This is an optimization exercise on Yosys and OpenROAD, whose aim is small area, not a production implementation.
Function was checked by simulation only, so behaviour that the tests miss may differ from the original.
Power figures rest on the tool's default switching activity, not on a simulated workload.

**design.v**
```verilog
package tdes_pkg;
	localparam int HALF_W  = 64;
	localparam int BLOCK_W = 2 * HALF_W;
	localparam int LANE_W  = 16;
	typedef logic [HALF_W-1:0]  half_t;
	typedef logic [BLOCK_W-1:0] block_t;
	typedef logic [HALF_W-1:0]  key_t;
	typedef logic [LANE_W-1:0]  lane_t;
	localparam int ROUNDS_PER_STAGE = 16;
	localparam int NUM_STAGES       = 3;
	localparam int TOTAL_ROUNDS = NUM_STAGES * ROUNDS_PER_STAGE;
endpackage
package tdes_ctrl_pkg;
	typedef enum logic [1:0] {
		SEQ_LOAD,
		SEQ_RUN,
		SEQ_FINISH,
		SEQ_HOLD
	} seq_state_t;
	typedef enum logic [1:0] {
		STAGE_DEC3,
		STAGE_ENC2,
		STAGE_DEC1
	} stage_t;
	typedef logic [3:0] round_t;
endpackage
`timescale 1ns/1ps
module tdes_sequencer (
	input  logic clk,
	input  logic rst,
	output logic ld_lo,     
	output logic ld_hi,     
	output logic rnd,       
	output logic sw,        
	output logic hold,      
	output logic key_e3,    
	output logic key_e2,    
	output logic key_e1,    
	output logic key_step,  
	output logic key_hold,  
	output logic cap3,      
	output logic cap2,      
	output logic k1_valid,
	output logic pt_valid
);
	logic [5:0] n;
	always_ff @(posedge clk) begin
		if (rst) n <= '0;
		else if (n != 6'd50) n <= n + 6'd1;
	end
	assign ld_lo    = (n == 6'd0);
	assign ld_hi    = (n == 6'd1);
	assign sw       = (n == 6'd17) || (n == 6'd33);
	assign hold     = (n == 6'd50);
	assign rnd      = (n >= 6'd2) && (n <= 6'd49) && !sw;
	assign key_e3   = (n <= 6'd1);
	assign key_e2   = (n == 6'd17);
	assign key_e1   = (n == 6'd33);
	assign key_step = (n >= 6'd2) && (n <= 6'd48) && !sw;
	assign key_hold = (n >= 6'd49) && (n <= 6'd50);
	assign cap3     = (n == 6'd16);
	assign cap2     = (n == 6'd32);
	assign k1_valid = (n >= 6'd49);
	assign pt_valid = hold;
endmodule
`timescale 1ns/1ps
module tdes_key_schedule (
	input  logic       clk,
	input  logic       key_e3,
	input  logic       key_e2,
	input  logic       key_e1,
	input  logic       key_step,
	input  logic       key_hold,
	input  logic       k1_valid,
	input  logic [3:0] ek1,
	input  logic [3:0] ek2,
	input  logic [3:0] ek3,
	output logic [3:0] round_key,
	output logic [3:0] k1
);
	logic [3:0] rk_n;
	logic [3:0] rk;
	logic [3:0] s;
	assign rk = ~rk_n;
	assign s = {rk[1] ^ rk[0] ^ rk[3], rk[2] ^ rk[3], rk[1] ^ rk[2], rk[1] ^ rk[0]};
	always_ff @(posedge clk) begin
		rk_n <= ~(({4{key_e3}} & ek3) | ({4{key_e2}} & ek2) | ({4{key_e1}} & ek1)
			| ({4{key_step}} & s) | ({4{key_hold}} & rk));
	end
	assign round_key = rk;
	assign k1 = ~(rk_n | {4{!k1_valid}});
endmodule
`timescale 1ns/1ps
module tdes_feistel_round (
	input  logic clk,
	input  logic ld_lo,
	input  logic ld_hi,
	input  logic rnd,
	input  logic sw,
	input  logic hold,
	input  logic pt_valid,
	input  logic ct_lo,
	input  logic ct_hi,
	input  logic key,
	output logic pt_a,
	output logic pt_b
);
	logic a_n;
	logic b_n;
	logic t;
	logic keep_a;
	assign t      = a_n ^ b_n ^ key;
	assign keep_a = sw || hold;
	always_ff @(posedge clk) begin
		a_n <= !((ld_lo && ct_lo) || (ld_hi && ct_hi) || (rnd && t) || (keep_a && !a_n));
		b_n <= !((!keep_a && !a_n) || (sw && t) || (hold && !b_n));
	end
	assign pt_a = !(a_n || !pt_valid);
	assign pt_b = !(b_n || !pt_valid);
endmodule
`timescale 1ns/1ps
module tdes_result_capture (
	input  logic clk,
	input  logic rst,
	input  logic cap,
	input  logic ek,
	output logic k
);
	always_ff @(posedge clk) begin
		k <= !rst && (k || (cap && ek));
	end
endmodule
`timescale 1ns/1ps
module tdes_dec (
	input  logic             clk,
	input  logic             rst,
	input  tdes_pkg::key_t   ek1,
	input  tdes_pkg::key_t   ek2,
	input  tdes_pkg::key_t   ek3,
	input  tdes_pkg::block_t ct,
	output tdes_pkg::block_t pt,
	output tdes_pkg::key_t   k1,
	output tdes_pkg::key_t   k2,
	output tdes_pkg::key_t   k3
);
	logic ld_lo;
	logic ld_hi;
	logic hold;
	logic rnd;
	logic key_hold;
	logic sw;
	logic key_e3;
	logic key_e2;
	logic key_e1;
	logic key_step;
	logic cap3;
	logic cap2;
	logic k1_valid;
	logic pt_valid;
	tdes_pkg::key_t round_key;
	tdes_sequencer seq0 (
		.clk      (clk),
		.rst      (rst),
		.ld_lo    (ld_lo),
		.ld_hi    (ld_hi),
		.rnd      (rnd),
		.sw       (sw),
		.hold     (hold),
		.key_e3   (key_e3),
		.key_e2   (key_e2),
		.key_e1   (key_e1),
		.key_step (key_step),
		.key_hold (key_hold),
		.cap3     (cap3),
		.cap2     (cap2),
		.k1_valid (k1_valid),
		.pt_valid (pt_valid)
	);
	for (genvar j = 0; j < 16; j++) begin : g_key
		tdes_key_schedule keys (
			.clk       (clk),
			.key_e3    (key_e3),
			.key_e2    (key_e2),
			.key_e1    (key_e1),
			.key_step  (key_step),
			.key_hold  (key_hold),
			.k1_valid  (k1_valid),
			.ek1       ({ek1[48 + j], ek1[32 + j], ek1[16 + j], ek1[j]}),
			.ek2       ({ek2[48 + j], ek2[32 + j], ek2[16 + j], ek2[j]}),
			.ek3       ({ek3[48 + j], ek3[32 + j], ek3[16 + j], ek3[j]}),
			.round_key ({round_key[48 + j], round_key[32 + j], round_key[16 + j], round_key[j]}),
			.k1        ({k1[48 + j], k1[32 + j], k1[16 + j], k1[j]})
		);
	end
	for (genvar i = 0; i < 64; i++) begin : g_blk
		tdes_feistel_round blk (
			.clk      (clk),
			.ld_lo    (ld_lo),
			.ld_hi    (ld_hi),
			.rnd      (rnd),
			.sw       (sw),
			.hold     (hold),
			.pt_valid (pt_valid),
			.ct_lo    (ct[i]),
			.ct_hi    (ct[64 + i]),
			.key      (round_key[i]),
			.pt_a     (pt[64 + i]),
			.pt_b     (pt[i])
		);
		tdes_result_capture cap_k3 (
			.clk (clk),
			.rst (rst),
			.cap (cap3),
			.ek  (ek3[i]),
			.k   (k3[i])
		);
		tdes_result_capture cap_k2 (
			.clk (clk),
			.rst (rst),
			.cap (cap2),
			.ek  (ek2[i]),
			.k   (k2[i])
		);
	end
endmodule
```
**flow/run.sh**
```bash
#!/bin/bash
# Layout flow: the standard ORFS flow (standard.sh) with three changes.
#  1. Synthesis maps the logic with an area-oriented ABC script
#     (flow/abc_area.script) in place of ORFS's speed script. The rest of
#     synthesis is the standard one, so the registers are the same.
#  2. Every port gets the smallest buffer (buf_1) in place of the default.
#  3. Clock tree: clkbuf_8 buffers, up to 16 registers per leaf buffer
#     within 60 um, no dummy loads.
# Each tool's output goes to ORFS's own logs under orfs/logs; the make
# output goes to area_standard.log.
set -euo pipefail
here=$(pwd)
fl=$here/flow

# ORFS's synthesis script with only its abc call changed
sed 's|log_cmd abc {\*}\$abc_args|log_cmd abc -script '"$fl"'/abc_area.script {*}$lib_args {*}$lib_dont_use_args|' \
	"$FLOW_HOME/scripts/synth.tcl" > "$here/orfs_synth_area.tcl"
grep -q 'abc_area.script' "$here/orfs_synth_area.tcl"

# The standard flow's synthesis wrapper, sourcing that script
sed "s|\$::env(SCRIPTS_DIR)/synth.tcl|$here/orfs_synth_area.tcl|" synth_recipe.tcl > "$here/area_synth.tcl"
grep -q 'orfs_synth_area.tcl' "$here/area_synth.tcl"

# standard.sh, using that wrapper
sed "s|$here/synth_recipe.tcl|$here/area_synth.tcl|g" standard.sh > "$here/area_standard.sh"
grep -q 'area_synth.tcl' "$here/area_standard.sh"

export BUFFER_PORTS_ARGS="-buffer_cell sky130_fd_sc_hd__buf_1"
export CTS_ARGS="-sink_clustering_enable -repair_clock_nets -buf_list sky130_fd_sc_hd__clkbuf_4 -sink_clustering_size 10 -sink_clustering_max_diameter 40 -dont_use_dummy_load"
bash "$here/area_standard.sh" > "$here/area_standard.log" 2>&1
```
**flow/abc_area.script**
```
strash
dc2
&get -n
&dch -f
&nf -R 1000
&put
```
**standard.sh**
```bash
#!/bin/bash
# synth_recipe.tcl (not shown) runs the flow's synth.tcl, then flattens the netlist and writes it again
# the make line also repeats each setting of config.mk as NAME=value (left out here)
make -C /OpenROAD-flow-scripts/flow DESIGN_CONFIG=/design/flow/config.mk WORK_HOME=/design/flow/orfs CLKGATE_MAP_FILE= SYNTH_SCRIPT=/design/flow/synth_recipe.tcl "${@:-finish}"
```
**config.mk**
```make
export PLATFORM = sky130hd
export DESIGN_NAME = tdes_dec
export DESIGN_NICKNAME = tdes_dec
export VERILOG_FILES = /design/flow/design.v
export SDC_FILE = /design/flow/constraint.sdc
export NUM_CORES = 4
export LEC_CHECK = 0
export CAP_MARGIN = 20
export CORE_MARGIN = 2
export CORE_UTILIZATION = 48
export PLACE_DENSITY = 0.75
export SLEW_MARGIN = 20
```
**constraint.sdc**
```tcl
create_clock -name core_clock -period 4.0 [get_ports {clk}]
set_input_delay 0.8000 -clock core_clock [delete_from_list [all_inputs] [get_ports {clk}]]
set_output_delay 0.8000 -clock core_clock [all_outputs]
set_load 0.01 [all_outputs]
```
==> flow_summary.yaml, run 1 <==
place:
  routabilityCongestion: 0.923
  dpl.hpwl_um: 39500
  port_buffers: 641
floorplanning:
  coreArea_mm2: 0.0316
  dieArea_mm2: 0.0336
  die_x_um: 183
  die_h_um: 183
  rows: 65
  start_util_pct: 48.8
  io_pins: 642
synthesis:
  yosysSeqAreaShare_pct: 42.4
  synth_area_leaders: "dfxtp_1 42%, buf_4 12%, a21oi_1 10%, nor2_1 8.7%, xor2_1 4.8%"
  synth.avg_cell_area_um2: 8.52
  synthArstFlopShare_pct: 0
  synth_seq_cells: 326
  syn-instance-count: 1808
  yosysTopAreaCell: "dfxtp_1"
  synthesis.nets: 2134
  synth_edf_count: 0
  ys.warnings.count: 4
  synth_ff_type: "dfxtp_1"
  syn_area_mm2: 0.0154
  synthDistinctLibCells: 32
  synth_top_area_share_pct: 42.4
clock_tree:
  htree_levels: 2
  post_cts_buffers: 0
  cts_hold_buf: 0
  cts_resized: 0
  clock_sinks: 326
  clkTransAtPathRegs_ns: 0.11
  max-clock-path-buffers: 3
  cts_root_buf: "clkbuf_4"
  cts_tree: "built"
  cts_made_buffers: 48
  clk_latency_ns: 0.73
setup_path:
  worstPathMaxFanout: 129
  cp-end-kind: "output port"
  cp_cell_sequence: "nand4_1, buf_12, nor2_1, buf_1"
  cp_top_family: "flip-flops"
  cp.buffers_inverters: 2
  max_stage_delay_ns: 0.69
  cp.required_ns: 3.20
  cpMaxStageDelayCell: "dfxtp_1"
  crit_path_start_kind: "flop"
  worstPathArrival_ns: 2.65
  criticalPathCategory: "flop to output port"
global_routing:
  grt_pass1_vias: 15400
  met2_usage_pct: 55.4
  grt_usage_pct: 32.6
  grt.met3_usage_pct: 6.69
  antenna_found_initial: 7
  grt_overflow: 0
  grt_max_degree: 130
  grt_first_pass_wirelength_um: 85400
  busiest_layer: "met2"
  use_met1_pct: 38.9
route:
  vias: 16000
  ant_nets: 0
  first_iter_violations: 1948
  wirelength_um: 57900
  drtPass1Iterations: 8
  wl_per_cell_um: 21.7
  drcViolationCount: 0
  vias_per_cell: 5.99
sta:
  setup_violations: 0
  clock_skew_ns: 0.0710
  tightest_slew_ns: 0.987
  slew_headroom_pct: 34.2
  finalSetupTns_ns: 0
  whs_ns: 0.244
  rsz0062_at_grt: "no"
  drv_slew: 0
  period_share_pct: 86.3
  fmax_ghz: 0.290
  hold_violations: 0
  period_minus_slack_ns: 3.45
pwr:
  ir_drop_mv: 0.264
  cellLeakagePower_nw: 6.11
  power_density_mw_per_mm2: 521
cells_and_area:
  nets: 2587
  nFillCells: 3012
  syn_to_final_growth_pct: 11.3
  layout-drive-gt1-share_pct: 4.03
  final_cell_mix: "640 x buf_1, 349 x nor2_1, 321 x dfxtp_1"
  layout.cells.most_common: "buf_1"
run_status:
  status: "finished clean"
worst_hold_path:
  holdCritPathClass: "primary input to flop"
job:
  maxCapViolCount: 0
==> layout make-up <==
class	instances	area (µm²)	area share, %
multi-input cells	1216	7080	41.3
flip-flops and latches	326	6540	38.1
repair buffers	659	2610	15.2
well taps	402	503	2.93
clock buffers	48	360	2.10
inverters	10	42.5	0.248
diodes	8	20.0	0.117
==> final timing paths <==
| kind | depth (start not counted) | to | slack, ns | startpoint |
|---|---|---|---|---|
| worst min register to register | 2 | g_blk[42].cap_k2.k | 0.47 | g_blk[42].cap_k2.k |
| worst max register to register | 11 | g_key[14].keys.rk_n[3] | 1.05 | seq0.n[1] |
| worst min-delay path | 2 | g_key[5].keys.rk_n[0] | 0.24 | ek1[5] |
| worst max-delay path | 4 | pt[83] | 0.55 | seq0.n[5] |
==> worst reg2reg max path: stages, from the launching register on <==
cell and delay (ns):
dfxtp_2 0.39, clkinv_1 0.16, ha_1 0.26, nand2_1 0.37
nor2_4 0.07, nor2_1 0.27, o31ai_1 0.24, or2_2 0.64
nor2_1 0.24, nand2_1 0.07, o211ai_1 0.10, a21oi_1 0.07
==> registers in the layout, summed over array words and instances, names as in the netlist <==
name             cells
seq0.n               6
g_blk.cap_k3.k      64
g_blk.cap_k2.k      64
g_key.keys.rk_n     64
g_blk.blk.a_n       64
g_blk.blk.b_n       64
==> through the flow <==
stage	std cells	worst slack (ns)	utilization [%]	power (W)	area, µm²
floorplan	1808	-3.98	-	0.00646	15500
global placement	2613	1.16	53.1	0.00712	16800
detailed placement	2613	1.03	53.1	0.00727	16800
CTS	2661	0.538	54.3	0.00891	17100
global route	2668	0.419	54.3	0.00943	17100
finish	2669	0.549	54.3	0.00894	17100
==> routing by layer <==
layer,routed length [µm],up-vias
met2,27800,1040
met3,5410,194
met5,0,-
met1,22000,7555
li1,-,7192
met4,2740,0
==> power breakdown <==
group / internal [W] / switching (W)
Clock: 0.000549 / 0.00111
Sequential: 0.00391 / 0.000891
Combinational: 0.00115 / 0.00132
Total: 0.00561 / 0.00333
==> synth_stat cells, types with 13 or more instances <==
master	count
xor2_1	85
nand2_1	13
buf_4	256
o22ai_1	64
o21ai_0	120
a222oi_1	61
xnor2_1	79
a31oi_1	14
a21oi_1	320
a22oi_1	67
dfxtp_1	326
nor2_1	356
==> logic make-up after synthesis <==
kind of cell	synth area share [%]
AO/OA/AOI/OAI	25.8
XOR/XNOR	9.32
adder cells (fa/ha/maj)	0.325
buffers and inverters	12.7
flip-flops	42.4
AND/OR/NAND/NOR	9.50
==> inputs of run 2 (changes only) <==
--- a/flow/run.sh
+++ b/flow/run.sh
@@ -28,3 +28,3 @@
 export BUFFER_PORTS_ARGS="-buffer_cell sky130_fd_sc_hd__buf_1"
-export CTS_ARGS="-sink_clustering_enable -repair_clock_nets -buf_list sky130_fd_sc_hd__clkbuf_4 -sink_clustering_size 10 -sink_clustering_max_diameter 40 -dont_use_dummy_load"
+export CTS_ARGS="-sink_clustering_enable -repair_clock_nets -buf_list sky130_fd_sc_hd__clkbuf_8 -sink_clustering_size 14 -sink_clustering_max_diameter 50 -dont_use_dummy_load"
 bash "$here/area_standard.sh" > "$here/area_standard.log" 2>&1
==> flow_summary.yaml, run 2 <==
run_status:
  status: "finished clean"
synthesis:
  ys.warnings.count: 4
  synth_seq_cells: 326
  yosysSeqAreaShare_pct: 42.4
  syn-instance-count: 1808
  synth_top_area_share_pct: 42.4
  synth_ff_type: "dfxtp_1"
  syn_area_mm2: 0.0154
  synth_edf_count: 0
  synth.avg_cell_area_um2: 8.52
  synth_area_leaders: "dfxtp_1 42%, buf_4 12%, a21oi_1 10%, nor2_1 8.7%, xor2_1 4.8%"
  synthDistinctLibCells: 32
  synthArstFlopShare_pct: 0
  yosysTopAreaCell: "dfxtp_1"
  synthTopCellsByCount: "356 x nor2_1, 326 x dfxtp_1, 320 x a21oi_1"
  yosysMostFrequentCell: "nor2_1"
  synthesis.nets: 2134
clock_tree:
  cts_tree: "built"
  clk_latency_ns: 0.56
  htree_levels: 2
  cts_made_buffers: 40
  max-clock-path-buffers: 3
  post_cts_buffers: 0
  cts_root_buf: "clkbuf_8"
  clkTransAtPathRegs_ns: 0.09
  cts_resized: 0
  clock_sinks: 326
  cts_hold_buf: 0
cells_and_area:
  fin_area_mm2: 0.0173
  layout.cells.most_common: "buf_1"
  layout-drive-gt1-share_pct: 3.69
  nets: 2579
  final_cell_mix: "640 x buf_1, 349 x nor2_1, 321 x dfxtp_1"
  syn_to_final_growth_pct: 12.5
  fin_cells: 2659
  nFillCells: 2998
global_routing:
  grt_usage_pct: 32.7
  grt_first_pass_wirelength_um: 85600
  grt_overflow: 0
  grt_max_degree: 130
  grt_pass1_vias: 15400
  antenna_found_initial: 5
route:
  wl_per_cell_um: 21.7
  ant_nets: 0
  drcViolationCount: 0
  vias: 15800
  vias_per_cell: 5.94
  first_iter_violations: 1878
  drtPass1Iterations: 10
  wirelength_um: 57800
setup_path:
  worstPathMaxFanout: 67
  cp.required_ns: 3.20
  cp-end-kind: "output port"
  criticalPathCategory: "flop to output port"
  reg2reg_to: "g_key[14].keys.rk_n[3]"
  crit_path_start_kind: "flop"
  max_stage_delay_ns: 0.68
  r2r_setup_slack_ns: 0.98
  worstPathArrival_ns: 2.47
  cp_cell_sequence: "nand4_1, buf_4, nor2_1, buf_1"
  cpMaxStageDelayCell: "dfxtp_1"
  crit_end: "pt[21]"
  timing.rr.start: "seq0.n[1]"
  crit_start: "seq0.n[5]"
  ff2ff_path_depth: 11
floorplanning:
  die_x_um: 183
  rows: 65
  start_util_pct: 48.8
  die_h_um: 183
  coreArea_mm2: 0.0316
  dieArea_mm2: 0.0336
  io_pins: 642
worst_hold_path:
  hold_depth: 2
  holdCritPathClass: "primary input to flop"
sta:
  clock_skew_ns: 0.0481
  finalSetupTns_ns: 0
  period_share_pct: 81.7
  hold_violations: 0
  drv_slew: 0
  tightest_slew_ns: 0.966
  setup_violations: 0
  period_minus_slack_ns: 3.27
  fmax_ghz: 0.306
  rsz0062_at_grt: "no"
  slew_headroom_pct: 35.6
pwr:
  ir_drop_mv: 0.300
  cellLeakagePower_nw: 6.18
  power_density_mw_per_mm2: 537
place:
  routabilityCongestion: 0.923
  port_buffers: 641
  placed_cells: 2613
  dpl.hpwl_um: 39500
  place_area_mm2: 0.0168
job:
  maxCapViolCount: 0
==> run 2: changes by cell type in the layout (fill, tap and decap cells not counted), sizes merged <==
cell	previous run	this run
clkbuf	49	41
diode	8	6
==> run 2: logic make-up after synthesis <==
| logic type | Yosys count | synth area share, % |
|---|---|---|
| simple gates | 382 | 9.50 |
| compound gates | 666 | 25.8 |
| buf+inv | 266 | 12.7 |
| fa+ha+maj | 4 | 0.325 |
| flops | 326 | 42.4 |
| xor+xnor | 164 | 9.32 |
==> run 2: cell type report <==
class	instances	area [µm²]	area share (%)
well taps	402	503	2.90
inverters	10	42.5	0.245
multi-input cells	1216	7080	40.8
repair buffers	659	2610	15.0
diodes	6	15.0	0.0866
clock buffers	40	551	3.18
flip-flops and latches	326	6540	37.7
==> run 2: worst max-delay path, delay by kind of cell (launching register included) <==
| kind | cells | cell delay [ns] |
|---|---|---|
| DFF | 1 | 0.68 |
| and+or+nand+nor | 2 | 0.60 |
| buffers and inverters | 2 | 0.60 |
==> run 2: where the power goes <==
| part | switching, W | leakage, nW | internal (W) | total (W) |
|---|---|---|---|---|
| logic | 0.00132 | 3.19 | 0.00115 | 0.00247 |
| clock network | 0.00114 | 0.288 | 0.000888 | 0.00203 |
| registers | 0.000892 | 2.70 | 0.00391 | 0.00481 |
| total | 0.00335 | 6.18 | 0.00595 | 0.00931 |
==> run 2: how the worst min path moves through the flow <==
stage / slack, ns / from / endpoint
6_report: 0.42 / ek1[5] / g_key[5].keys.rk_n[0]
3_3_place_gp: 0.45 / g_blk[17].cap_k2.k / g_blk[17].cap_k2.k
4_1_cts: 0.39 / ek1[5] / g_key[5].keys.rk_n[0]
5_1_grt: 0.39 / ek1[5] / g_key[5].keys.rk_n[0]
3_5_place_dp: 0.45 / g_blk[29].cap_k2.k / g_blk[29].cap_k2.k
2_1_floorplan: 0.44 / g_blk[0].cap_k2.k / g_blk[0].cap_k2.k
==> run 2: metrics by stage <==
| stage | setup slack, ns | utilization [%] | total power (W) | hold WS (ns) |
|---|---|---|---|---|
| global route | 0.599 | 54.9 | 0.00982 | 0.393 |
| global placement | 1.16 | 53.1 | 0.00712 | 0.445 |
| floorplan | -3.98 | - | 0.00646 | 0.438 |
| CTS | 0.739 | 54.9 | 0.00929 | 0.386 |
| detailed placement | 1.03 | 53.1 | 0.00727 | 0.452 |
| finish | 0.731 | 54.9 | 0.00931 | 0.418 |
==> run 2: per-layer routing <==
| metal | global-route usage, % | share of wire, % | wire length [µm] |
|---|---|---|---|
| met1 | 39.1 | 37 | 21600 |
| met2 | 55.5 | 48 | 27800 |
| met3 | 6.39 | 9.6 | 5550 |
| met4 | 17.4 | 4.9 | 2840 |
| met5 | 0 | 0 | 0 |
==> inputs of run 3 (changes only) <==
--- a/flow/run.sh
+++ b/flow/run.sh
@@ -28,3 +28,3 @@
 export BUFFER_PORTS_ARGS="-buffer_cell sky130_fd_sc_hd__buf_1"
-export CTS_ARGS="-sink_clustering_enable -repair_clock_nets -buf_list sky130_fd_sc_hd__clkbuf_8 -sink_clustering_size 14 -sink_clustering_max_diameter 50 -dont_use_dummy_load"
+export CTS_ARGS="-sink_clustering_enable -repair_clock_nets -buf_list sky130_fd_sc_hd__clkbuf_4 -sink_clustering_size 8 -sink_clustering_max_diameter 35 -dont_use_dummy_load"
 bash "$here/area_standard.sh" > "$here/area_standard.log" 2>&1
==> flow_summary.yaml, run 3 <==
pwr:
  cellLeakagePower_nw: 6.17
  power_density_mw_per_mm2: 526
  total_power_w: 0.00907
  ir_drop_mv: 0.288
cells_and_area:
  layout-drive-gt1-share_pct: 4.49
  final_cell_mix: "640 x buf_1, 349 x nor2_1, 321 x dfxtp_1"
  fin_util_pct: 54.6
  syn_to_final_growth_pct: 11.8
  nets: 2598
  layout.cells.most_common: "buf_1"
  nFillCells: 3012
  fin_cells: 2681
setup_path:
  criticalPathCategory: "flop to output port"
  reg2reg_to: "g_key[14].keys.rk_n[3]"
  crit_path_start_kind: "flop"
  r2r_setup_slack_ns: 1.00
  cp-end-kind: "output port"
  cp.required_ns: 3.20
  crit_start: "seq0.n[5]"
  timing.rr.start: "seq0.n[1]"
  worstPathMaxFanout: 129
  ff2ff_path_depth: 11
  worstPathArrival_ns: 2.63
sta:
  slew_headroom_pct: 34.2
  layout_setup_ws_ns: 0.573
  drv_slew: 0
  hold_violations: 0
  fmax_ghz: 0.292
  finalSetupTns_ns: 0
  period_share_pct: 85.7
  tightest_slew_ns: 0.987
  clock_skew_ns: 0.0467
  setup_violations: 0
  period_minus_slack_ns: 3.43
  rsz0062_at_grt: "no"
route:
  wl_per_cell_um: 21.6
  drcViolationCount: 0
  ant_nets: 0
  vias_per_cell: 5.99
  drtPass1Iterations: 9
  wirelength_um: 58000
  vias: 16000
  first_iter_violations: 1683
synthesis:
  syn_area_mm2: 0.0154
  synth_edf_count: 0
  synth_ff_type: "dfxtp_1"
  ys.warnings.count: 4
  synth_area_leaders: "dfxtp_1 42%, buf_4 12%, a21oi_1 10%, nor2_1 8.7%, xor2_1 4.8%"
  synthesis.nets: 2134
  synth_seq_cells: 326
  syn-instance-count: 1808
  synthTopCellsByCount: "356 x nor2_1, 326 x dfxtp_1, 320 x a21oi_1"
  yosysTopAreaCell: "dfxtp_1"
  synth_top_area_share_pct: 42.4
  yosysSeqAreaShare_pct: 42.4
  synthArstFlopShare_pct: 0
  synth.avg_cell_area_um2: 8.52
  yosysMostFrequentCell: "nor2_1"
  synthDistinctLibCells: 32
place:
  dpl.hpwl_um: 39500
  placed_cells: 2613
  port_buffers: 641
  post-place-ws_ns: 1.03
  routabilityCongestion: 0.923
floorplanning:
  die_h_um: 183
  die_x_um: 183
  io_pins: 642
  start_util_pct: 48.8
  rows: 65
  dieArea_mm2: 0.0336
  coreArea_mm2: 0.0316
clock_tree:
  max-clock-path-buffers: 3
  cts_made_buffers: 59
  post_cts_buffers: 0
  htree_levels: 2
  cts_tree: "built"
  clock_sinks: 326
  cts_hold_buf: 0
  clk_latency_ns: 0.70
  cts_resized: 0
  clkTransAtPathRegs_ns: 0.09
  cts_root_buf: "clkbuf_4"
job:
  maxCapViolCount: 0
global_routing:
  grt_overflow: 0
  grt_usage_pct: 32.6
  grt_first_pass_wirelength_um: 85500
  antenna_found_initial: 9
  grt_max_degree: 130
  grt_pass1_vias: 15500
run_status:
  status: "finished clean"
worst_hold_path:
  hold_path_end: "g_key[5].keys.rk_n[0]"
  holdCritStartpoint: "ek1[5]"
  hold_depth: 2
  holdCritPathClass: "primary input to flop"
## run 3: cell counts after synthesis
Identical to the previous run, type by type.
## run 3: worst max path at each step
stage	end	slack, ns	cells past startpoint
after detailed placement	g_key[14].keys.rk_n[3]	1.03	11
after CTS	pt[53]	0.55	4
final	pt[83]	0.57	4
after global placement	g_key[14].keys.rk_n[3]	1.16	11
after global routing	pt[83]	0.40	4
after floorplan	g_blk[0].blk.b_n	-3.98	5
## run 3: per-stage QoR
| step | hold WS [ns] | cell area [µm²] |
|---|---|---|
| 6_report | 0.287 | 17200 |
| 5_1_grt | 0.230 | 17200 |
| 4_1_cts | 0.224 | 17200 |
| 3_5_place_dp | 0.452 | 16800 |
| 3_3_place_gp | 0.445 | 16800 |
| 2_1_floorplan | 0.438 | 15500 |
## run 3: metal layers
layer  up-vias  part of all wire [%]  global-route usage [%]
met1      7623                    38                    38.6
met2      1020                    48                    55.3
li1       7212                     -                       -
met5         -                     0                       0
met4         0                   4.7                    17.5
met3       194                   9.5                    6.91
## run 3: worst max-delay path: stages, from the launching register on
cell     delay [ns]
dfxtp_1        0.69
nand4_1        0.30
buf_12         0.35
nor2_1         0.34
buf_1          0.20
## run 3: cells by family after synthesis
logic type	Yosys count	share of synthesized area, %
buffers and inverters	266	12.7
AOI/OAI and AO/OA	666	25.8
and+or+nand+nor	382	9.50
xor gates and xnor gates	164	9.32
adders and majority gates	4	0.325
DFF	326	42.4
## run 3: layout make-up
class,instances,area (µm²),area share [%]
Antenna cell,9,22.5,0.131
Clock buffer,59,443,2.57
Inverter,10,42.5,0.247
Multi-Input combinational cell,1216,7080,41.1
Sequential cell,326,6540,37.9
Tap cell,402,503,2.92
Timing Repair Buffer,659,2610,15.1
## run 3: where the power goes
part	internal [W]	switching [W]
clock network	0.000669	0.00111
logic	0.00115	0.00133
registers	0.00391	0.000896
total	0.00573	0.00334
==> inputs of run 4 (changes only) <==
--- a/flow/run.sh
+++ b/flow/run.sh
@@ -6,4 +6,4 @@
 #  2. Every port gets the smallest buffer (buf_1) in place of the default.
-#  3. Clock tree: clkbuf_8 buffers, up to 16 registers per leaf buffer
-#     within 60 um, no dummy loads.
+#  3. Clock tree: clkbuf_4 buffers, up to 8 registers per leaf buffer
+#     within 35 um, no dummy loads.
 # Each tool's output goes to ORFS's own logs under orfs/logs; the make
==> flow_summary.yaml, run 4 <==
synthesis:
  synthArstFlopShare_pct: 0
  syn-instance-count: 1808
  ys.warnings.count: 4
  yosysMostFrequentCell: "nor2_1"
  synth.avg_cell_area_um2: 8.52
  synth_edf_count: 0
  yosysTopAreaCell: "dfxtp_1"
  synthTopCellsByCount: "356 x nor2_1, 326 x dfxtp_1, 320 x a21oi_1"
  synth_seq_cells: 326
  syn_area_mm2: 0.0154
  synth_top_area_share_pct: 42.4
  synthDistinctLibCells: 32
  synth_area_leaders: "dfxtp_1 42%, buf_4 12%, a21oi_1 10%, nor2_1 8.7%, xor2_1 4.8%"
  synthesis.nets: 2134
  yosysSeqAreaShare_pct: 42.4
  synth_ff_type: "dfxtp_1"
cells_and_area:
  syn_to_final_growth_pct: 11.8
  layout.cells.most_common: "buf_1"
  final_cell_mix: "640 x buf_1, 349 x nor2_1, 321 x dfxtp_1"
  multi_input_area_mm2: 0.00708
  nFillCells: 3012
  fin_area_mm2: 0.0172
  nets: 2598
  final-seq-area_mm2: 0.00654
  layout-drive-gt1-share_pct: 4.49
route:
  vias_per_cell: 5.99
  drtPass1Iterations: 9
  wl_per_cell_um: 21.6
  ant_nets: 0
  drcViolationCount: 0
  wirelength_um: 58000
  first_iter_violations: 1683
  vias: 16000
pwr:
  total_power_w: 0.00907
  ir_drop_mv: 0.288
  cellLeakagePower_nw: 6.17
  power_density_mw_per_mm2: 526
floorplanning:
  coreArea_mm2: 0.0316
  dieArea_mm2: 0.0336
  rows: 65
  die_h_um: 183
  io_pins: 642
  start_util_pct: 48.8
  die_x_um: 183
sta:
  finalSetupTns_ns: 0
  hold_violations: 0
  drv_slew: 0
  setup_violations: 0
  fmax_ghz: 0.292
  period_minus_slack_ns: 3.43
  rsz0062_at_grt: "no"
  slew_headroom_pct: 34.2
  period_share_pct: 85.7
  layout_setup_ws_ns: 0.573
  clock_skew_ns: 0.0467
  tightest_slew_ns: 0.987
place:
  routabilityCongestion: 0.923
  post-place-ws_ns: 1.03
  dpl.hpwl_um: 39500
  port_buffers: 641
  place_area_mm2: 0.0168
clock_tree:
  cts_hold_buf: 0
  clkTransAtPathRegs_ns: 0.09
  htree_levels: 2
  cts_resized: 0
  max-clock-path-buffers: 3
  clock_sinks: 326
  post_cts_buffers: 0
  cts_made_buffers: 59
  cts_root_buf: "clkbuf_4"
  clk_latency_ns: 0.70
  cts_tree: "built"
job:
  maxCapViolCount: 0
setup_path:
  cp-end-kind: "output port"
  criticalPathCategory: "flop to output port"
  cp.required_ns: 3.20
  cpMaxStageDelayCell: "dfxtp_1"
  worstPathArrival_ns: 2.63
  max_stage_delay_ns: 0.69
  cp_cell_sequence: "nand4_1, buf_12, nor2_1, buf_1"
  worstPathMaxFanout: 129
  crit_path_start_kind: "flop"
worst_hold_path:
  holdCritPathClass: "primary input to flop"
run_status:
  status: "finished clean"
global_routing:
  grt_pass1_vias: 15500
  antenna_found_initial: 9
  grt_usage_pct: 32.6
  grt_max_degree: 130
  grt_first_pass_wirelength_um: 85500
  grt_overflow: 0
-- run 4: cell counts after synthesis --
No cell type changed its count.
-- run 4: path summary, 6_finish.rpt --
check                      from                endpoint  slack, ns  cells past startpoint
min                      ek1[5]   g_key[5].keys.rk_n[0]       0.29                      2
max                   seq0.n[5]                  pt[83]       0.57                      4
max reg2reg           seq0.n[1]  g_key[14].keys.rk_n[3]       1.00                     11
min reg2reg  g_blk[17].cap_k2.k      g_blk[17].cap_k2.k       0.47                      2
-- run 4: cells by family after synthesis --
group / count (synthesis) / share of synthesized area (%)
flip-flops: 326 / 42.4
adder cells (fa/ha/maj): 4 / 0.325
buffers and inverters: 266 / 12.7
XOR/XNOR: 164 / 9.32
AO/OA/AOI/OAI: 666 / 25.8
AND/OR/NAND/NOR: 382 / 9.50
-- run 4: area by class of cell --
class / instances / area share (%)
inverters: 10 / 0.247
clock buffers: 59 / 2.57
multi-input cells: 1216 / 41.1
well taps: 402 / 2.92
diodes: 9 / 0.131
repair buffers: 659 / 15.1
flip-flops and latches: 326 / 37.9
-- run 4: metrics by stage --
step                utilization, %  hold WS [ns]  instances
floorplan                        -         0.438       1808
global placement              53.1         0.445       2613
detailed placement            53.1         0.452       2613
CTS                           54.5         0.224       2672
global route                  54.6         0.230       2680
finish                        54.6         0.287       2681
-- run 4: worst max-delay path, delay by kind of cell (launching register included) --
family                 cells  cell delay (ns)
flip-flops                 1             0.69
buffers and inverters      2             0.55
AND/OR/NAND/NOR            2             0.64
-- run 4: per-layer routing --
metal / track usage, % / wire [µm] / vias to the layer above
met1: 38.6 / 21900 / 7623
li1: - / - / 7212
met3: 6.91 / 5530 / 194
met4: 17.5 / 2740 / 0
met2: 55.3 / 27900 / 1020
met5: 0 / 0 / -
-- run 4: report_power, final --
| part | switching, W | internal (W) |
|---|---|---|
| registers | 0.000896 | 0.00391 |
| clock network | 0.00111 | 0.000669 |
| logic | 0.00133 | 0.00115 |
| total | 0.00334 | 0.00573 |
==> inputs of run 5 (changes only) <==
--- a/flow/run.sh
+++ b/flow/run.sh
@@ -1,3 +1,3 @@
 #!/bin/bash
-# Layout flow: the standard ORFS flow (standard.sh) with three changes.
+# Layout flow: the standard ORFS flow (standard.sh) with two changes.
 #  1. Synthesis maps the logic with an area-oriented ABC script
@@ -6,4 +6,2 @@
 #  2. Every port gets the smallest buffer (buf_1) in place of the default.
-#  3. Clock tree: clkbuf_4 buffers, up to 8 registers per leaf buffer
-#     within 35 um, no dummy loads.
 # Each tool's output goes to ORFS's own logs under orfs/logs; the make
@@ -28,3 +26,2 @@
 export BUFFER_PORTS_ARGS="-buffer_cell sky130_fd_sc_hd__buf_1"
-export CTS_ARGS="-sink_clustering_enable -repair_clock_nets -buf_list sky130_fd_sc_hd__clkbuf_4 -sink_clustering_size 8 -sink_clustering_max_diameter 35 -dont_use_dummy_load"
 bash "$here/area_standard.sh" > "$here/area_standard.log" 2>&1
--- a/config.mk
+++ b/config.mk
@@ -9,4 +9,3 @@
 export CORE_MARGIN = 2
-export CORE_UTILIZATION = 48
-export PLACE_DENSITY = 0.75
+export CORE_UTILIZATION = 60
 export SLEW_MARGIN = 20
==> flow_summary.yaml, run 5 <==
floorplanning:
  start_util_pct: 61.2
  rows: 58
  die_x_um: 164
  die_h_um: 164
synthesis:
  yosysTopAreaCell: "dfxtp_1"
  synthesis.nets: 2134
  synthTopCellsByCount: "356 x nor2_1, 326 x dfxtp_1, 320 x a21oi_1"
  synth_top_area_share_pct: 42.4
  synth.avg_cell_area_um2: 8.52
  syn-instance-count: 1808
  yosysMostFrequentCell: "nor2_1"
  synth_edf_count: 0
  syn_area_mm2: 0.0154
  synthDistinctLibCells: 32
  synth_ff_type: "dfxtp_1"
  synth_area_leaders: "dfxtp_1 42%, buf_4 12%, a21oi_1 10%, nor2_1 8.7%, xor2_1 4.8%"
  yosysSeqAreaShare_pct: 42.4
  ys.warnings.count: 4
  synthArstFlopShare_pct: 0
  synth_seq_cells: 326
run_status:
  haltStage: "I/O pin placement"
  status: "aborted with a tool error"
  stop_error: "[ERROR PPL-0024] Number of IO pins (642) exceeds maximum number of available positions (588). Increase the die perimeter from 657.04um to 873.12um."
-- run 5: cell counts after synthesis --
Identical to the previous run, type by type.
-- run 5: cells by family after synthesis --
family	count (synthesis)	synth area share (%)
and+or+nand+nor	382	9.50
AOI/OAI and AO/OA	666	25.8
adders and majority gates	4	0.325
buffers and inverters	266	12.7
xor gates and xnor gates	164	9.32
DFF	326	42.4

[afterwards: timing with drivers on the ports]
The flow's constraints put no driver on any port. The routed layouts listed below were extracted and timed again, unchanged, in two steps. Step 1 assumes that a clkbuf_16 drives the clock port and a buf_2 every other input. Step 2 also shifts input and output timing later by t, the mid clock arrival at the registers, as if the neighbouring blocks saw the same clock. Three values: no drivers, after step 1, after step 2; two values: the first two.
run | t (ns) | setup slack, ns | worst setup path at the end | clock arrival spread, ns
run 1 | 0.744 | 0.549 / 0.502 / 1.049 | register to register | 0.073 / 0.073
run 2 | 0.584 | 0.731 / 0.683 / 0.977 | register to register | 0.055 / 0.056
run 3 | 0.716 | 0.573 / 0.526 / 1.001 | register to register | 0.066 / 0.065
run 4 | 0.716 | 0.573 / 0.526 / 1.001 | register to register | 0.066 / 0.065
After both steps every run listed still meets setup and hold.
